What follows belongs to an exercise in optimizing a design on an open flow for small area; a production flow would make more cautious choices.
The RTL was checked by simulation tests, not by an equivalence proof against the original design.

==> inputs of try-ember <==
==> flow/design.v <==
`timescale 1ns/1ps
package dot_driver_pkg;
  localparam int FRAME_BITS   = 12;
  localparam int DRV_IDX_BITS = 3;
  localparam int ADDR_BITS    = 6;
  localparam int DOT_BITS     = 2;
  typedef logic [ADDR_BITS-1:0]    mem_addr_t;
  typedef logic [DOT_BITS-1:0]     dot_data_t;
  typedef logic [DRV_IDX_BITS-1:0] drv_idx_t;
  typedef logic [FRAME_BITS-1:0]   frame_t;
  typedef enum logic {
    WR_PATTERN = 1'b0,
    WR_CONFIG  = 1'b1
  } wr_cmd_e;
  typedef struct packed {
    wr_cmd_e   cmd;
    drv_idx_t  idx;
    mem_addr_t addr;
    dot_data_t data;
  } mem_write_t;
  typedef struct packed {
    logic      active;
    logic      bank;
    mem_addr_t addr;
  } scan_t;
  typedef enum logic {
    SEQ_IDLE,
    SEQ_SCAN
  } seq_state_e;
  function automatic mem_write_t frame_to_write(frame_t frame);
    frame_to_write = {frame[FRAME_BITS-1],
                      frame[FRAME_BITS-2 -: DRV_IDX_BITS],
                      frame[FRAME_BITS-2-DRV_IDX_BITS -: ADDR_BITS],
                      frame[DOT_BITS-1:0]};
  endfunction
endpackage
`timescale 1ns/1ps
`default_nettype none
module rd_aoi3 (
  input  logic [2:0] d_i,
  input  logic [2:0] s_i,
  output logic       y_no
);
  assign y_no = ~|(d_i & s_i);
endmodule
`default_nettype wire
`default_nettype none
module ins_mux2i (
  input  logic a_i,     
  input  logic b_i,     
  input  logic s_i,
  output logic y_no
);
  assign y_no = ~(s_i ? b_i : a_i);
endmodule
`default_nettype wire
`default_nettype none
module rd_nand4 (
  input  logic [3:0] y_ni,
  output logic       o_o
);
  assign o_o = ~&y_ni;
endmodule
`default_nettype wire
`timescale 1ns/1ps
`default_nettype none
module dot_driver_top #(
  parameter int NUM_OF_DRIVERS = 8,
  parameter int MEM_LENGTH     = 48
) (
  input  logic                      user_clock2_i,
  input  logic                      arst_n_i,
  input  logic                      sclk_i,
  input  logic                      mosi_i,
  input  logic                      ss_n_i,
  input  logic                      latch_data_i,
  input  logic                      control_trigger_i,
  output logic [2*NUM_OF_DRIVERS-1:0] driver_io_o,   
  output logic                      update_done_o
);
  logic [2:0]  sclk_sync_q;
  logic [1:0]  mosi_sync_q;
  logic [1:0]  ss_n_sync_q;
  logic [3:0]  bit_cnt_q;
  logic [11:0] shift_q;
  logic        sclk_rise;
  logic        frame_done;
  logic        wr_valid_q;
  logic        wr_apply_q;
  always_ff @(posedge user_clock2_i or negedge arst_n_i) begin
    if (!arst_n_i) begin
      sclk_sync_q <= '0;
      ss_n_sync_q <= '1;
    end else begin
      sclk_sync_q <= {sclk_sync_q[1:0], sclk_i};
      ss_n_sync_q <= {ss_n_sync_q[0], ss_n_i};
    end
  end
  always_ff @(posedge user_clock2_i) begin
    mosi_sync_q <= {mosi_sync_q[0], mosi_i};
  end
  assign sclk_rise  = sclk_sync_q[1] && !sclk_sync_q[2];
  assign frame_done = sclk_rise && !ss_n_sync_q[1] && (bit_cnt_q == 4'd11);
  always_ff @(posedge user_clock2_i or negedge arst_n_i) begin
    if (!arst_n_i) begin
      bit_cnt_q <= '0;
    end else if (ss_n_sync_q[1]) begin
      bit_cnt_q <= '0;
    end else if (sclk_rise) begin
      bit_cnt_q <= (bit_cnt_q == 4'd11) ? 4'd0 : bit_cnt_q + 4'd1;
    end
  end
  always_ff @(posedge user_clock2_i) begin
    if (sclk_rise) shift_q <= {shift_q[10:0], mosi_sync_q[1]};
  end
  always_ff @(posedge user_clock2_i or negedge arst_n_i) begin
    if (!arst_n_i) begin
      wr_valid_q <= 1'b0;
      wr_apply_q <= 1'b0;
    end else begin
      wr_valid_q <= frame_done;
      wr_apply_q <= wr_valid_q;
    end
  end
  logic       bank_q;
  logic       done_q;
  logic       active_q;
  logic       k_h_q;
  logic [4:0] k_l_q;
  logic       t_h_q;
  logic [4:0] t_l_q;
  logic       lap0_q;
  logic       p_h_q;
  logic [4:0] p_l_q;
  logic       k_end;
  logic       active_d_q;
  logic       t_h_d;
  logic [4:0] t_l_d;
  logic       req;
  logic       cfg_we;
  logic       f_a_h;
  logic [4:0] f_a_l;
  assign req    = wr_apply_q && !shift_q[11] && !(shift_q[7] && shift_q[6]);
  assign cfg_we = wr_apply_q && shift_q[11];
  assign f_a_h  = shift_q[7] || (shift_q[6] && shift_q[5]);
  assign f_a_l  = f_a_h ? 5'(shift_q[7:2] - 6'd24) : shift_q[6:2];
  assign t_l_d = (t_l_q == 5'd23) ? 5'd0 : t_l_q + 5'd1;
  assign t_h_d = t_h_q ^ (t_l_q == 5'd23);
  always_ff @(posedge user_clock2_i or negedge arst_n_i) begin
    if (!arst_n_i) begin
      t_h_q  <= 1'b0;
      t_l_q  <= '0;
      lap0_q <= 1'b1;
    end else begin
      t_l_q  <= t_l_d;
      t_h_q  <= t_h_d;
      if (t_l_q == 5'd23) lap0_q <= 1'b0;
    end
  end
  always_ff @(posedge user_clock2_i or negedge arst_n_i) begin
    if (!arst_n_i) begin
      bank_q <= 1'b0;
    end else if (latch_data_i && !active_q) begin
      bank_q <= ~bank_q;
    end
  end
  assign k_end = active_q && active_d_q && k_h_q && (k_l_q == 5'd22);
  always_ff @(posedge user_clock2_i or negedge arst_n_i) begin
    if (!arst_n_i) begin
      active_q   <= 1'b0;
      active_d_q <= 1'b0;
      done_q     <= 1'b0;
    end else begin
      active_d_q <= active_q;
      done_q     <= k_end;
      if (!active_q) begin
        if (control_trigger_i && !done_q) active_q <= 1'b1;
      end else if (k_end) begin
        active_q <= 1'b0;
      end
    end
  end
  always_ff @(posedge user_clock2_i) begin
    if (!active_d_q) begin
      k_h_q <= 1'b0;
      k_l_q <= '0;
    end else if (k_l_q == 5'd23) begin
      k_h_q <= ~k_h_q;
      k_l_q <= '0;
    end else begin
      k_l_q <= k_l_q + 5'd1;
    end
  end
  always_ff @(posedge user_clock2_i) begin
    if (!active_q) begin
      p_h_q <= t_h_d;
      p_l_q <= t_l_d;
    end
  end
  logic       slot_v_q;
  logic [2:0] slot_core_q;
  logic       slot_bank_q;
  logic       slot_a_h_q;
  logic [4:0] slot_a_l_q;
  logic [1:0] slot_data_q;
  logic       match;
  logic       hit;
  assign match = slot_v_q && (slot_a_l_q == t_l_q);
  logic [1:0] ins_d;
  logic       ins47;
  logic       ins23;
  assign ins47 = match && (slot_a_h_q == t_h_q);
  assign ins23 = match && (slot_a_h_q != t_h_q);
  logic [1:0] ins_d_n;
  assign ins_d   = slot_data_q & {2{!lap0_q}};
  assign ins_d_n = ~ins_d;
  assign hit   = slot_v_q && (slot_bank_q == bank_q) &&
                 (slot_a_h_q == k_h_q) && (slot_a_l_q == k_l_q);
  always_ff @(posedge user_clock2_i or negedge arst_n_i) begin
    if (!arst_n_i)  slot_v_q <= 1'b0;
    else if (req)   slot_v_q <= 1'b1;
    else if (match) slot_v_q <= 1'b0;
  end
  logic cfg_p_q;
  always_ff @(posedge user_clock2_i or negedge arst_n_i) begin
    if (!arst_n_i) cfg_p_q <= 1'b0;
    else           cfg_p_q <= cfg_we;
  end
  always_ff @(posedge user_clock2_i) begin
    if (req || cfg_we) begin
      slot_core_q <= shift_q[10:8];
      slot_bank_q <= ~bank_q;
      slot_a_h_q  <= f_a_h;
      slot_a_l_q  <= f_a_l;
      slot_data_q <= shift_q[1:0];
    end
  end
  logic [MEM_LENGTH-1:0] psel;
  always_comb begin
    for (int ph = 0; ph < 2; ph++)
      for (int pl = 0; pl < 24; pl++)
        psel[ph*24 + pl] = (p_h_q == !ph[0]) && (p_l_q == 5'(23 - pl));
  end
  logic [1:0] ring_q   [NUM_OF_DRIVERS][2][MEM_LENGTH];
  logic       invert_q [NUM_OF_DRIVERS];
  for (genvar c = 0; c < NUM_OF_DRIVERS; c++) begin : g_core
    logic       sel;
    logic [1:0] ins47_b;
    logic [1:0] ins23_b;
    logic [1:0] rd;
    logic [1:0] val;
    assign sel = (slot_core_q == 3'(c));
    for (genvar b = 0; b < 2; b++) begin : g_bank
      assign ins47_b[b] = lap0_q || (ins47 && sel && (slot_bank_q == b[0]));
      assign ins23_b[b] = lap0_q || (ins23 && sel && (slot_bank_q == b[0]));
      logic [1:0] d47_n;
      logic [1:0] d23_n;
      for (genvar j = 0; j < 2; j++) begin : g_ins
        ins_mux2i u_ins47 (
          .a_i  (ring_q[c][b][0][j]),
          .b_i  (ins_d[j]),
          .s_i  (ins47_b[b]),
          .y_no (d47_n[j])
        );
        ins_mux2i u_ins23 (
          .a_i  (ring_q[c][b][24][j]),
          .b_i  (ins_d_n[j]),
          .s_i  (ins23_b[b]),
          .y_no (d23_n[j])
        );
      end
      for (genvar p = 0; p < MEM_LENGTH; p++) begin : g_pos
        always_ff @(posedge user_clock2_i) begin
          if (p == 47) begin
            ring_q[c][b][p] <= d47_n;
          end else if (p == 23) begin
            ring_q[c][b][p] <= d23_n;
          end else begin
            ring_q[c][b][p] <= ring_q[c][b][p+1];
          end
        end
      end
    end
    for (genvar j = 0; j < 2; j++) begin : g_bit
      logic [1:0] rb;
      for (genvar b = 0; b < 2; b++) begin : g_rb
        logic [15:0] y_n;
        for (genvar g = 0; g < 16; g++) begin : g_grp
          rd_aoi3 u_aoi (
            .d_i  ({ring_q[c][b][3*g+2][j], ring_q[c][b][3*g+1][j], ring_q[c][b][3*g][j]}),
            .s_i  (psel[3*g +: 3]),
            .y_no (y_n[g])
          );
        end
        logic [3:0] o;
        for (genvar q = 0; q < 4; q++) begin : g_q
          rd_nand4 u_n4 (.y_ni (y_n[4*q +: 4]), .o_o (o[q]));
        end
        assign rb[b] = |o;
      end
      assign rd[j] = bank_q ? rb[1] : rb[0];
    end
    assign val = (hit && sel) ? slot_data_q : (rd ^ {2{!p_h_q}});
    always_ff @(posedge user_clock2_i or negedge arst_n_i) begin
      if (!arst_n_i)                       invert_q[c] <= 1'b0;
      else if (cfg_p_q && slot_core_q == 3'(c)) invert_q[c] <= slot_data_q[0];
    end
    assign driver_io_o[2*c +: 2] = active_d_q ? (val ^ {2{invert_q[c]}}) : 2'b00;
  end
  assign update_done_o = done_q;
endmodule
`default_nettype wire
==> flow/run.sh <==
#!/bin/bash
# synth_recipe.tcl (not shown) runs the flow's synth.tcl, then flattens the netlist and writes it again
# the make line also repeats each setting of config.mk as NAME=value (left out here)
make -C /OpenROAD-flow-scripts/flow DESIGN_CONFIG=/design/flow/config.mk WORK_HOME=/design/flow/orfs CLKGATE_MAP_FILE= SYNTH_SCRIPT=/design/flow/synth_recipe.tcl finish
==> flow/config.mk <==
export PLATFORM = sky130hd
export DESIGN_NAME = dot_driver_top
export DESIGN_NICKNAME = dot_driver_top
export VERILOG_FILES = /design/flow/design.v
export SDC_FILE = /design/flow/constraint.sdc
export NUM_CORES = 4
export LEC_CHECK = 0
export CAP_MARGIN = 20
export CORE_MARGIN = 2
export CORE_UTILIZATION = 80
export CTS_BUF_LIST = sky130_fd_sc_hd__clkbuf_16
export CTS_CLUSTER_DIAMETER = 70
export CTS_CLUSTER_SIZE = 28
export PLACE_DENSITY = 0.88
export SLEW_MARGIN = 20
export SYNTH_HIERARCHICAL = 1
==> flow/constraint.sdc <==
create_clock -name core_clock -period 10.0 [get_ports {user_clock2_i}]
set_input_delay 2.0000 -clock core_clock [delete_from_list [all_inputs] [get_ports {user_clock2_i}]]
set_output_delay 2.0000 -clock core_clock [all_outputs]
set_load 0.01 [all_outputs]
==> inputs of try-xenon, as changes to try-ember <==
--- a/flow/design.v
+++ b/flow/design.v
@@ -54,14 +54,6 @@
   assign y_no = ~(s_i ? b_i : a_i);
 endmodule
 `default_nettype wire
-`default_nettype none
-module rd_nand4 (
-  input  logic [3:0] y_ni,
-  output logic       o_o
-);
-  assign o_o = ~&y_ni;
-endmodule
-`default_nettype wire
 `timescale 1ns/1ps
 `default_nettype none
 module dot_driver_top #(
@@ -132,10 +124,7 @@
   logic       lap0_q;
   logic       p_h_q;
   logic [4:0] p_l_q;
-  logic       k_end;
-  logic       active_d_q;
-  logic       t_h_d;
-  logic [4:0] t_l_d;
+  logic       k_last;
   logic       req;
   logic       cfg_we;
   logic       f_a_h;
@@ -144,17 +133,17 @@
   assign cfg_we = wr_apply_q && shift_q[11];
   assign f_a_h  = shift_q[7] || (shift_q[6] && shift_q[5]);
   assign f_a_l  = f_a_h ? 5'(shift_q[7:2] - 6'd24) : shift_q[6:2];
-  assign t_l_d = (t_l_q == 5'd23) ? 5'd0 : t_l_q + 5'd1;
-  assign t_h_d = t_h_q ^ (t_l_q == 5'd23);
   always_ff @(posedge user_clock2_i or negedge arst_n_i) begin
     if (!arst_n_i) begin
       t_h_q  <= 1'b0;
       t_l_q  <= '0;
       lap0_q <= 1'b1;
+    end else if (t_l_q == 5'd23) begin
+      t_l_q  <= '0;
+      t_h_q  <= ~t_h_q;
+      lap0_q <= 1'b0;
     end else begin
-      t_l_q  <= t_l_d;
-      t_h_q  <= t_h_d;
-      if (t_l_q == 5'd23) lap0_q <= 1'b0;
+      t_l_q <= t_l_q + 5'd1;
     end
   end
   always_ff @(posedge user_clock2_i or negedge arst_n_i) begin
@@ -164,28 +153,26 @@
       bank_q <= ~bank_q;
     end
   end
-  assign k_end = active_q && active_d_q && k_h_q && (k_l_q == 5'd22);
+  assign k_last = k_h_q && (k_l_q == 5'd23);
   always_ff @(posedge user_clock2_i or negedge arst_n_i) begin
     if (!arst_n_i) begin
-      active_q   <= 1'b0;
-      active_d_q <= 1'b0;
-      done_q     <= 1'b0;
+      active_q <= 1'b0;
+      done_q   <= 1'b0;
     end else begin
-      active_d_q <= active_q;
-      done_q     <= k_end;
+      done_q <= active_q && k_last;
       if (!active_q) begin
         if (control_trigger_i && !done_q) active_q <= 1'b1;
-      end else if (k_end) begin
+      end else if (k_last) begin
         active_q <= 1'b0;
       end
     end
   end
   always_ff @(posedge user_clock2_i) begin
-    if (!active_d_q) begin
+    if (!active_q || k_last) begin
       k_h_q <= 1'b0;
       k_l_q <= '0;
     end else if (k_l_q == 5'd23) begin
-      k_h_q <= ~k_h_q;
+      k_h_q <= 1'b1;
       k_l_q <= '0;
     end else begin
       k_l_q <= k_l_q + 5'd1;
@@ -193,8 +180,8 @@
   end
   always_ff @(posedge user_clock2_i) begin
     if (!active_q) begin
-      p_h_q <= t_h_d;
-      p_l_q <= t_l_d;
+      p_h_q <= t_h_q;
+      p_l_q <= t_l_q;
     end
   end
   logic       slot_v_q;
@@ -221,13 +208,8 @@
     else if (req)   slot_v_q <= 1'b1;
     else if (match) slot_v_q <= 1'b0;
   end
-  logic cfg_p_q;
-  always_ff @(posedge user_clock2_i or negedge arst_n_i) begin
-    if (!arst_n_i) cfg_p_q <= 1'b0;
-    else           cfg_p_q <= cfg_we;
-  end
   always_ff @(posedge user_clock2_i) begin
-    if (req || cfg_we) begin
+    if (req) begin
       slot_core_q <= shift_q[10:8];
       slot_bank_q <= ~bank_q;
       slot_a_h_q  <= f_a_h;
@@ -243,6 +225,7 @@
   end
   logic [1:0] ring_q   [NUM_OF_DRIVERS][2][MEM_LENGTH];
   logic       invert_q [NUM_OF_DRIVERS];
+  logic [1:0] dout_q   [NUM_OF_DRIVERS];
   for (genvar c = 0; c < NUM_OF_DRIVERS; c++) begin : g_core
     logic       sel;
     logic [1:0] ins47_b;
@@ -292,20 +275,20 @@
             .y_no (y_n[g])
           );
         end
-        logic [3:0] o;
-        for (genvar q = 0; q < 4; q++) begin : g_q
-          rd_nand4 u_n4 (.y_ni (y_n[4*q +: 4]), .o_o (o[q]));
-        end
-        assign rb[b] = |o;
+        assign rb[b] = ~&y_n;
       end
       assign rd[j] = bank_q ? rb[1] : rb[0];
     end
     assign val = (hit && sel) ? slot_data_q : (rd ^ {2{!p_h_q}});
     always_ff @(posedge user_clock2_i or negedge arst_n_i) begin
       if (!arst_n_i)                       invert_q[c] <= 1'b0;
-      else if (cfg_p_q && slot_core_q == 3'(c)) invert_q[c] <= slot_data_q[0];
+      else if (cfg_we && shift_q[10:8] == 3'(c)) invert_q[c] <= shift_q[0];
+    end
+    always_ff @(posedge user_clock2_i or negedge arst_n_i) begin
+      if (!arst_n_i) dout_q[c] <= '0;
+      else           dout_q[c] <= active_q ? (val ^ {2{invert_q[c]}}) : 2'b00;
     end
-    assign driver_io_o[2*c +: 2] = active_d_q ? (val ^ {2{invert_q[c]}}) : 2'b00;
+    assign driver_io_o[2*c +: 2] = dout_q[c];
   end
   assign update_done_o = done_q;
 endmodule
CORE_UTILIZATION = 70   (was 80)
PLACE_DENSITY = 0.8   (was 0.88)
==> flow_summary.json <==
{
  "place_area_sq_um": 44300,
  "syn_to_final_growth_pct": 8.76,
  "outcome": "timing/DRC/antenna clean",
  "p_int_mw": 8.04,
  "ys.warnings.count": 13,
  "dr_wl_met2_um": 55500,
  "crit_top_cell": "nand4_1",
  "ff2ff_path_depth": 10,
  "antenna_found_initial": 4,
  "finalPower_mw": 10.3
}
# the run above: try-xenon

==> flow_summary.json <==
{
  "p_seq_share_pct": 67.1,
  "outcome": "timing/DRC/antenna clean",
  "endpoint_kind": "output port",
  "ff2ff_path_depth": 3,
  "antenna_found_initial": 13,
  "ys.warnings.count": 11,
  "place_area_sq_um": 43200,
  "p_int_mw": 7.68,
  "multi_input_area_sq_um": 9240,
  "finalPower_mw": 9.57,
  "crit_top_cell": "mux2i_1",
  "syn_to_final_growth_pct": 7.83,
  "dr_wl_met2_um": 57000
}
# the run above: try-ember

==> what the ideal ports hide <==
The results above use ideal ports. As a check the final layouts listed here were re-extracted and re-timed, cells and wires unchanged. Step 1: set_driving_cell puts a clkbuf_16 on user_clock2_i and a buf_2 on each other input, an assumption about the parent block. Step 2 times the ports against the registers' clock, not the clock port: input delays grow and output delays shrink by t, the midpoint of the rising clock arrivals with the driver on. a / b / c = no drivers / after step 1 / after step 2; a / b = the first two.
| run | shift t [ns] | slack for setup (ns) | worst register clock-pin slew, ns | worst slew at a driven data input, ns | pins driven straight from the clock port |
|---|---|---|---|---|---|
| try-ember | 0.710 | 2.339 / 2.273 / 2.983 | 0.11 / 0.11 | 0.05 | 1 |
| try-xenon | 0.711 | 5.823 / 5.823 / 5.823 | 0.12 / 0.12 | 0.03 | 1 |
After both steps setup and hold are still met in every run listed.
